Context: an optimization exercise on an open-source flow, tuned for small area. The choices shown serve that exercise and are no tape-out recipe.
Function was checked by simulation only, so behaviour that the tests miss may differ from the original.
Power figures rest on the tool's default switching activity, not on a simulated workload.

Setup of the previous run:
==> flow/design.v (excerpt) <==
module id_stage #(
   parameter int WORD_WIDTH = 32,
   parameter int REG_COUNT  = 32,
   parameter int CNT_WIDTH  = 16
) (
   input  logic                  CLK,
   input  logic                  RST_N,
   input  logic [WORD_WIDTH-1:0] IR_in,
   input  logic [WORD_WIDTH-1:0] PC4_in,
   input  logic                  IF_valid,
   input  logic                  flush,
   input  logic                  RegWrite_WB,
   input  logic [4:0]            WriteReg_WB,
   input  logic [WORD_WIDTH-1:0] WriteData_WB,
   input  logic                  MemRead_EX,
   input  logic [4:0]            Rt_EX,
   output logic [WORD_WIDTH-1:0] A_0,
   output logic [WORD_WIDTH-1:0] B_0,
   output logic [5:0]            Out31_26_0,
   output logic [5:0]            Out5_0_0,
   output logic [4:0]            Out25_21_0,
   output logic [4:0]            Out20_16_0,
   output logic [4:0]            Out15_11_0,
   output logic [4:0]            Out10_6_0,
   output logic [WORD_WIDTH-1:0] PC4_out,
   output logic                  valid_out,
   output logic                  stall,
   output logic [CNT_WIDTH-1:0]  stall_cnt
);
   logic [WORD_WIDTH-1:0] ir_q, ir_d;
   logic [WORD_WIDTH-1:0] pc4_q, pc4_d;
   logic                  valid_q, valid_d;
   logic [CNT_WIDTH-1:0]  cnt_q, cnt_d;
   logic [WORD_WIDTH-1:0] rf_q [1:REG_COUNT-1];
   logic [REG_COUNT-1:1]  wr_q;
   logic [5:0]            opcode, funct;
   logic [4:0]            rs, rt, rd, shamt;
   logic                  uses_rt;
   logic [REG_COUNT-1:1]  we;
   logic [REG_COUNT-1:1]  sel_a, sel_b;
   logic                  byp_a, byp_b;
   assign opcode = ir_q[31:26];
   assign rs     = ir_q[25:21];
   assign rt     = ir_q[20:16];
   assign rd     = ir_q[15:11];
   assign shamt  = ir_q[10:6];
   assign funct  = ir_q[5:0];
   assign uses_rt = (opcode == 6'd0) | (opcode == 6'd4) |
                    (opcode == 6'd5) | (opcode == 6'd43);
   assign stall = valid_q & MemRead_EX & (Rt_EX != 5'd0) &
  ...
Size: roughly 3500 cells after synthesis, ~260 I/O pins, ~43000 um2 of cells after synthesis.
==> flow/config.mk <==
export PLATFORM = sky130hd
export DESIGN_NAME = id_stage
export DESIGN_NICKNAME = id_stage
export VERILOG_FILES = /design/flow/design.v
export SDC_FILE = /design/flow/constraint.sdc
export NUM_CORES = 4
export LEC_CHECK = 0
export CAP_MARGIN = 5
export CORE_MARGIN = 2
export CORE_UTILIZATION = 55
export PLACE_DENSITY = 0.65
export SLEW_MARGIN = 5
==> flow/constraint.sdc <==
create_clock -name core_clock -period 7.5 [get_ports {CLK}]
set_input_delay 1.5000 -clock core_clock [delete_from_list [all_inputs] [get_ports {CLK}]]
set_output_delay 1.5000 -clock core_clock [all_outputs]
set_load 0.01 [all_outputs]
standard.sh (not shown) runs the stock make flow with config.mk's settings and CLKGATE_MAP_FILE= SYNTH_SCRIPT=/design/flow/synth_recipe.tcl, a recipe that flattens the netlist after the stock synthesis.
==> flow/flow/run.sh <==
#!/bin/bash
# Own flow: the standard layout (standard.sh), with
#  - synthesis mapping the logic for area (my_synth.tcl, area.abc),
#  - port buffers of the smallest buffer cell,
#  - clock tree synthesis without dummy loads.
# Every tool's output goes to a log file in this folder.
set -euo pipefail
here=$(pwd)
export MY_ABC_SCRIPT=$here/flow/area.abc
bash standard.sh \
  SYNTH_SCRIPT=$here/flow/my_synth.tcl \
  "BUFFER_PORTS_ARGS=-buffer_cell sky130_fd_sc_hd__buf_1" \
  "CTS_ARGS=-sink_clustering_enable -repair_clock_nets -dont_use_dummy_load -buf_list sky130_fd_sc_hd__clkbuf_8 -sink_clustering_size 12 -sink_clustering_max_diameter 50" \
  finish > $here/flow_make.log 2>&1
==> flow/flow/area.abc <==
strash
&get -n
&nf -R 1000
&put
==> flow/flow/my_synth.tcl <==
# The standard synthesis (synth_recipe.tcl), except that Yosys's abc step
# maps the logic with the area-oriented ABC script in area.abc.
proc synth {args} { yosys synth -nofsm -noshare {*}$args }
proc abc {args} {
  set i [lsearch -exact $args -script]
  if { $i >= 0 } {
    lset args [expr { $i + 1 }] $::env(MY_ABC_SCRIPT)
  }
  yosys abc {*}$args
}
source $::env(SCRIPTS_DIR)/synth.tcl
# left out here: clear keep_hierarchy, flatten, clean up, hide names made inside functions, write 1_2_yosys.v
The previous run: no failed stages, no open violations at the end
Here is what was changed in the inputs of the current run compared with the previous run.
diff --git a/flow/flow/run.sh b/flow/flow/run.sh
--- a/flow/flow/run.sh
+++ b/flow/flow/run.sh
@@ -11,4 +11,4 @@
   SYNTH_SCRIPT=$here/flow/my_synth.tcl \
   "BUFFER_PORTS_ARGS=-buffer_cell sky130_fd_sc_hd__buf_1" \
-  "CTS_ARGS=-sink_clustering_enable -repair_clock_nets -dont_use_dummy_load -buf_list sky130_fd_sc_hd__clkbuf_8 -sink_clustering_size 12 -sink_clustering_max_diameter 50" \
+  "CTS_ARGS=-sink_clustering_enable -repair_clock_nets -dont_use_dummy_load -buf_list sky130_fd_sc_hd__clkbuf_8 -sink_clustering_size 14 -sink_clustering_max_diameter 70" \
   finish > $here/flow_make.log 2>&1
==> results.txt <==
Compared the current run vs the previous run, and power density of the placed cells is down in the current run.
The previous run and the current run ended up with roughly the same wire length.
Delta (the current run minus the previous run): proportion of layout cells with a drive suffix above 1 has decreased; switching component of the power has decreased.

[what the ideal ports hide]
Ports are ideal in the flow. The routed layouts listed here were re-timed in OpenROAD.
Step 1: set_driving_cell puts a clkbuf_16 on CLK and a buf_2 on each other input, an assumption about the parent block.
Step 2 adds t to the input delays and takes it off the output delays; t is the mean of the earliest and latest rising clock arrival at the registers after step 1. Input paths then give back, and output paths get back, about the clock's delay inside the block.
Slacks: no drivers / after step 1 / after step 2; pairs: no drivers / after step 1.
run | shift t [ns] | setup WS [ns] | worst setup path after step 2 | slew at the worst register clock pin (ns)
the previous run | 0.813 | 1.170 / 1.097 / 1.669 | input to output | 0.09 / 0.09
the current run | 0.794 | 1.154 / 1.085 / 1.636 | input to output | 0.10 / 0.10
After both steps every run listed still meets setup and hold.
